This design comes from an exercise in tuning for small area on the open sky130 flow, not from production work.

==> inputs of v14 <==
==> flow/design.v (excerpt) <==
module servo_pwm_sweep_generator (
  input  logic        clk,
  input  logic        rst_n,
  input  logic        in_tvalid,
  output logic        in_tready,
  input  logic [15:0] in_tdata,
  input  logic        in_tuser,
  output logic        out_tvalid,
  input  logic        out_tready,
  output logic [15:0] out_tdata,
  input  logic        cfg_valid,
  output logic        cfg_ready,
  input  logic [1:0]  cfg_index,
  input  logic [15:0] cfg_data
);
export LEC_CHECK = 0
export CAP_MARGIN = 20
export CORE_MARGIN = 2
export CORE_UTILIZATION = 40
export CTS_BUF_LIST = sky130_fd_sc_hd__clkbuf_8
export SLEW_MARGIN = 20
export SYNTH_HIERARCHICAL = 1
create_clock -name core_clock -period 12.0 [get_ports {clk}]
run.sh (not shown) runs the stock make flow with config.mk's settings and CLKGATE_MAP_FILE= SYNTH_SCRIPT=/design/flow/synth_recipe.tcl, a recipe that flattens the netlist after the stock synthesis.
==> inputs of v17, as changes to v14 <==
--- a/flow/design.v
+++ b/flow/design.v
@@ -26,15 +26,14 @@
 module spwm_width (
   input  logic [ANGLE_W-1:0] angle,
   input  logic [18:0]        s91,
   input  logic [TICK_W-1:0]  min_pulse,
   input  logic [TICK_W-1:0]  period_n,      
   output logic [TICK_W-1:0]  high_width_n   
 );
-  wire [TICK_W-1:0] period = ~period_n;
   wire pp1, pp2, pp3, pp4, pp5, pp6, pp7, pp8, pp9, pp10, pp11, pp12, pp13, pp14, pp15, pp16, pp17, pp18, pp19, pp20, pp21, pp22, pp23, pp24, pp25, pp26, pp27, pp28, pp29, pp30, pp31, pp32, pp33, pp34, pp35, pp36, pp37, pp38, pp39, pp40, pp41, pp42, pp43, pp44, pp45, pp46, pp47, pp48, pp49, pp50, pp51, pp52, pp53, pp54, pp55, pp56, pp57, pp58, pp59, pp60, pp61, pp62, pp63, pp64, pp65, pp66, pp67, pp68, pp69, pp70, pp71, pp72, pp73, pp74, pp75, pp76, pp77, pp78, pp79, pp80, pp81, pp82, pp83, pp84, pp85, pp86, pp87, pp88, pp89, pp90, pp91, pp92, pp93, pp94, pp95, pp96, pp97, pp98, pp99, pp100, pp101, pp102, pp103, pp104, pp105, pp106, pp107, pp108, pp109, pp110, pp111, pp112, pp113, pp114, pp115, pp116, pp117, pp118, pp119, pp120, pp121, pp122, pp123, pp124, pp125, pp126, pp127, pp128, pp129, pp130, pp131, pp132, pp133, pp134, hs135, hc136, fs137, fc138, fs139, fc140, fs141, fc142, fs143, fc144, fs145, fc146, fs147, fc148, fs149, fc150, fs151, fc152, fs153, fc154, fs155, fc156, fs157, fc158, fs159, fc160, hs161, hc162, hs163, hc164, fs165, fc166, hs167, hc168, fs169, fc170, fs171, fc172, fs173, fc174, fs175, fc176, fs177, fc178, fs179, fc180, fs181, fc182, fs183, fc184, fs185, fc186, fs187, fc188, fs189, fc190, fs191, fc192, fs193, fc194, fs195, fc196, fs197, fc198, fs199, fc200, fs201, fc202, fs203, fc204, fs205, fc206, fs207, fc208, fs209, fc210, fs211, fc212, fs213, fc214, fs215, fc216, fs217, fc218, fs219, fc220, fs221, fc222, fs223, fc224, fs225, fc226, fs227, fc228, fs229, fc230, hs231, hc232, fs233, fc234, fs235, fc236, fs237, fc238, fs239, fc240, fs241, fc242, fs243, fc244, fs245, fc246, fs247, fc248, fs249, fc250, fs251, fc252, fs253, fc254, fs255, fc256, fs257, fc258, fs259, fc260, fs261, fc262, fs263, fc264, fs265, fc266, fs267, fc268, fs269, fc270, hs271, hc272, fs273, fc274, fs275, fc276, fs277, fc278, fs279, fc280, fs281, fc282, fs283, fc284, fs285, fc286, fs287, fc288, fs289, fc290, fs291, fc292, fs293, fc294, fs295, fc296, fs297, fc298, fs299, fc300, fs301, fc302, fs303, fc304, fs305, fc306, fs307, fc308, fs309, fc310, fs311, fc312, fs313, fc314;
   assign pp1 = angle[0] & s91[0];
   assign pp2 = angle[0] & s91[1];
   assign pp3 = angle[0] & s91[2];
   assign pp4 = angle[0] & s91[3];
   assign pp5 = angle[0] & s91[4];
   assign pp6 = angle[0] & s91[5];
@@ -281,31 +280,30 @@
     if (k == 0) begin : g_0
       assign ones[k] = c;
     end else begin : g_k
       assign ones[k] = c & (&s0[k-1:0]);
     end
   end
   wire [16:0] sum = s0 ^ ones;
-  wire [16:0] room;
-  wire [16:0] bw;
-  assign bw[0] = 1'b0;
-  for (genvar k = 0; k < 16; k++) begin : g_room
-    assign room[k] = period[k] ^ min_pulse[k] ^ bw[k];
-    assign bw[k+1] = (~period[k] & min_pulse[k]) | (~(period[k] ^ min_pulse[k]) & bw[k]);
-  end
-  assign room[16] = bw[16];
-  wire        room_neg = room[16];
-  wire        room_big = |room[15:12];
+  wire [16:0] rs;
+  wire [16:0] rc;
+  spwm_ha u_room0 (.a(period_n[0]), .b(min_pulse[0]), .s(rs[0]), .co(rc[1]));
+  for (genvar k = 1; k < 16; k++) begin : g_room
+    spwm_fa u_room (.a(period_n[k]), .b(min_pulse[k]), .ci(rc[k]), .s(rs[k]), .co(rc[k+1]));
+  end
+  assign rs[16] = rc[16];
+  wire        room_neg = rs[16];
+  wire        room_big = ~&rs[15:12];
   wire [12:0] gt;
   assign gt[0] = 1'b0;
   for (genvar k = 0; k < 12; k++) begin : g_gt
-    assign gt[k+1] = (h[k] & ~room[k]) | (~(h[k] ^ room[k]) & gt[k]);
+    assign gt[k+1] = (h[k] & rs[k]) | (h[k] & gt[k]) | (rs[k] & gt[k]);
   end
   wire        h_gt = gt[12];
-  wire        h_eq = h == room[11:0];
+  wire        h_eq = &(h ^ rs[11:0]);
   wire        over = room_neg | (!room_big & (h_gt | (c & h_eq)));
   assign high_width_n = over ? period_n : ~sum[15:0];
 endmodule
 module spwm_fa (
   input  logic a,
   input  logic b,
   input  logic ci,
@@ -431,15 +429,16 @@
   logic [S91_W-1:0]   s91_r;      
   logic [PPS_W-1:0]   pps_n;
   logic [TICK_W-1:0]  tick_r;
   logic [PPS_W-1:0]   pcount_r;
   logic [ANGLE_W-1:0] angle_r, goal_n;
   logic [TICK_W-1:0]  width_n;
   logic               moving_r;
-  logic               out_valid_r, pin_r, reject_r, stepped_r, down_r;
+  logic               out_valid_r, pin_r, reject_r, stepped_r;
+  logic               up_r;       
   logic               in_acc, is_move, move_ok, tick_mv;
   logic [ANGLE_W-1:0] start_cl, target_cl, a_step, a_load, shown;
   logic [TICK_W:0]    tick_inc;
   logic [PPS_W-1:0]   pcount_inc;
   logic               wrap, pwrap, at_goal, up, step, stop;
   logic [TICK_W-1:0]  new_width_n;
   logic               pin_lt;
@@ -463,31 +462,33 @@
   assign tick_inc[TICK_W] = tick_cy[TICK_W];
   for (genvar i = 1; i < PPS_W; i++) begin : g_pcount_inc
     spwm_ha u_ha (.a(pcount_r[i]), .b(pcount_cy[i]), .s(pcount_inc[i]), .co(pcount_cy[i+1]));
   end
   logic [TICK_W:0]    wrap_nb, pin_nb;
   logic [PPS_W:0]     pwrap_nb;
   logic [ANGLE_W:0]   up_nb;
+  logic [ANGLE_W-1:0] target_n;
   assign wrap_nb[0]  = 1'b1;
   assign pin_nb[0]   = 1'b1;
   assign pwrap_nb[0] = 1'b1;
   assign up_nb[0]    = 1'b1;
   for (genvar i = 0; i < TICK_W; i++) begin : g_cmp16
     spwm_maj u_wrap (.a(tick_inc[i]), .b(period_n[i]), .c(wrap_nb[i]), .y(wrap_nb[i+1]));
     spwm_maj u_pin  (.a(tick_r[i]),   .b(width_n[i]),  .c(pin_nb[i]),  .y(pin_nb[i+1]));
   end
   for (genvar i = 0; i < PPS_W; i++) begin : g_cmp8
     spwm_maj u_pwrap (.a(pcount_inc[i]), .b(pps_n[i]),  .c(pwrap_nb[i]), .y(pwrap_nb[i+1]));
-    spwm_maj u_up    (.a(angle_r[i]),    .b(goal_n[i]), .c(up_nb[i]),    .y(up_nb[i+1]));
+    spwm_maj u_up    (.a(start_cl[i]),   .b(target_n[i]), .c(up_nb[i]),  .y(up_nb[i+1]));
   end
   assign wrap       = tick_inc[TICK_W] | wrap_nb[TICK_W];
   assign pwrap      = pwrap_nb[PPS_W];
   assign pin_lt     = ~pin_nb[TICK_W];
   assign at_goal    = &(angle_r ^ goal_n);
-  assign up         = ~up_nb[ANGLE_W];
+  assign target_n   = ~target_cl;
+  assign up         = up_r;
   assign step       = tick_mv && wrap && pwrap && !at_goal;
   assign stop       = tick_mv && wrap && pwrap && at_goal;
   assign a_step     = step8(angle_r, up, 1'b1);
   assign a_load     = is_move ? start_cl : a_step;
   spwm_width u_width (
     .angle      (a_load),
     .s91        (s91_r),
@@ -528,29 +529,29 @@
         end
       end
     end
   end
   always_ff @(posedge clk) begin
     if (in_acc) begin
       if (move_ok) begin
-        goal_n   <= ~target_cl;
+        goal_n   <= target_n;
+        up_r     <= ~up_nb[ANGLE_W];
         tick_r   <= '0;
         pcount_r <= '0;
       end else if (tick_mv) begin
         if (wrap) begin
           tick_r   <= '0;
           pcount_r <= pwrap ? '0 : pcount_inc;
         end else begin
           tick_r   <= tick_inc[TICK_W-1:0];
         end
       end
       if (move_ok || step) width_n <= new_width_n;
       pin_r     <= tick_mv && pin_lt;
       reject_r  <= is_move && moving_r;
       stepped_r <= step;
-      down_r    <= !up;
     end
   end
-  assign shown = step8(angle_r, down_r, stepped_r);
+  assign shown = step8(angle_r, !up_r, stepped_r);
   assign out_tvalid = out_valid_r;
   assign out_tdata  = {5'b0, reject_r, moving_r, shown, pin_r};
 endmodule
--- a/flow/config.mk
+++ b/flow/config.mk
@@ -5,9 +5,11 @@
 export SDC_FILE = /design/flow/constraint.sdc
 export NUM_CORES = 4
 export LEC_CHECK = 0
 export CAP_MARGIN = 20
 export CORE_MARGIN = 2
 export CORE_UTILIZATION = 40
 export CTS_BUF_LIST = sky130_fd_sc_hd__clkbuf_8
+export CTS_CLUSTER_DIAMETER = 100
+export CTS_CLUSTER_SIZE = 30
 export SLEW_MARGIN = 20
 export SYNTH_HIERARCHICAL = 1
==> comparison table <==
| item | v17 | v14 |
|---|---|---|
| Seq/total area | 0.208 | 0.206 |
| Multi-input gate area in the final layout | 0.00953 sq mm | 0.00957 sq mm |
| Portion of netlist area occupied by mux cells | 0.0237 | 0.0215 |
| Status | finished clean | finished clean |
| Routed WL per cell | 17.7 um | 17.7 um |
| Vertical die dimension | 183 um | 184 um |
| Share of the synthesized area in compound gates (AO/OA/AOI/OAI) | 0.127 | 0.137 |
| Fraction of synthesized cell area in xor and xnor cells | 0.0503 | 0.0500 |
| Post-Synthesis Cells | 1279 | 1332 |
| Via count of the first global-routing pass | 9756 | 9991 |
| Period minus WS final | 11.15 ns | 11.03 ns |
| Final weighted congestion in routability-driven placement | 0.871 | 0.869 |
Function was not checked in any run of this note: the RTL went through the layout flow alone.

[separate check: timing with driven ports]
The results above use ideal ports. As a check the final layouts listed here were re-extracted and re-timed, cells and wires unchanged. Step 1 (the two cells are an assumption about what drives the block):
set clk [get_ports {clk}]
set_driving_cell -lib_cell sky130_fd_sc_hd__clkbuf_16 $clk
set_driving_cell -lib_cell sky130_fd_sc_hd__buf_2 [delete_from_list [all_inputs] $clk]
Step 2 adds t to the input delays and takes it off the output delays; t is the mean of the earliest and latest rising clock arrival at the registers after step 1. Input paths then give back, and output paths get back, about the clock's delay inside the block. Slacks: ideal / step 1 / step 2; pairs: ideal / step 1.
run	t (ns)	setup WS [ns]	worst register clock-pin slew, ns	worst slew at a driven data input, ns
v14	0.480	0.967 / 0.967 / 0.967	0.08 / 0.08	0.04
v17	0.479	0.846 / 0.863 / 0.384	0.08 / 0.08	0.06
After both steps setup and hold are still met in every run listed. The setup slack of v17, which loses most, moves by +0.017 ns with the drivers and by -0.462 ns with both steps.
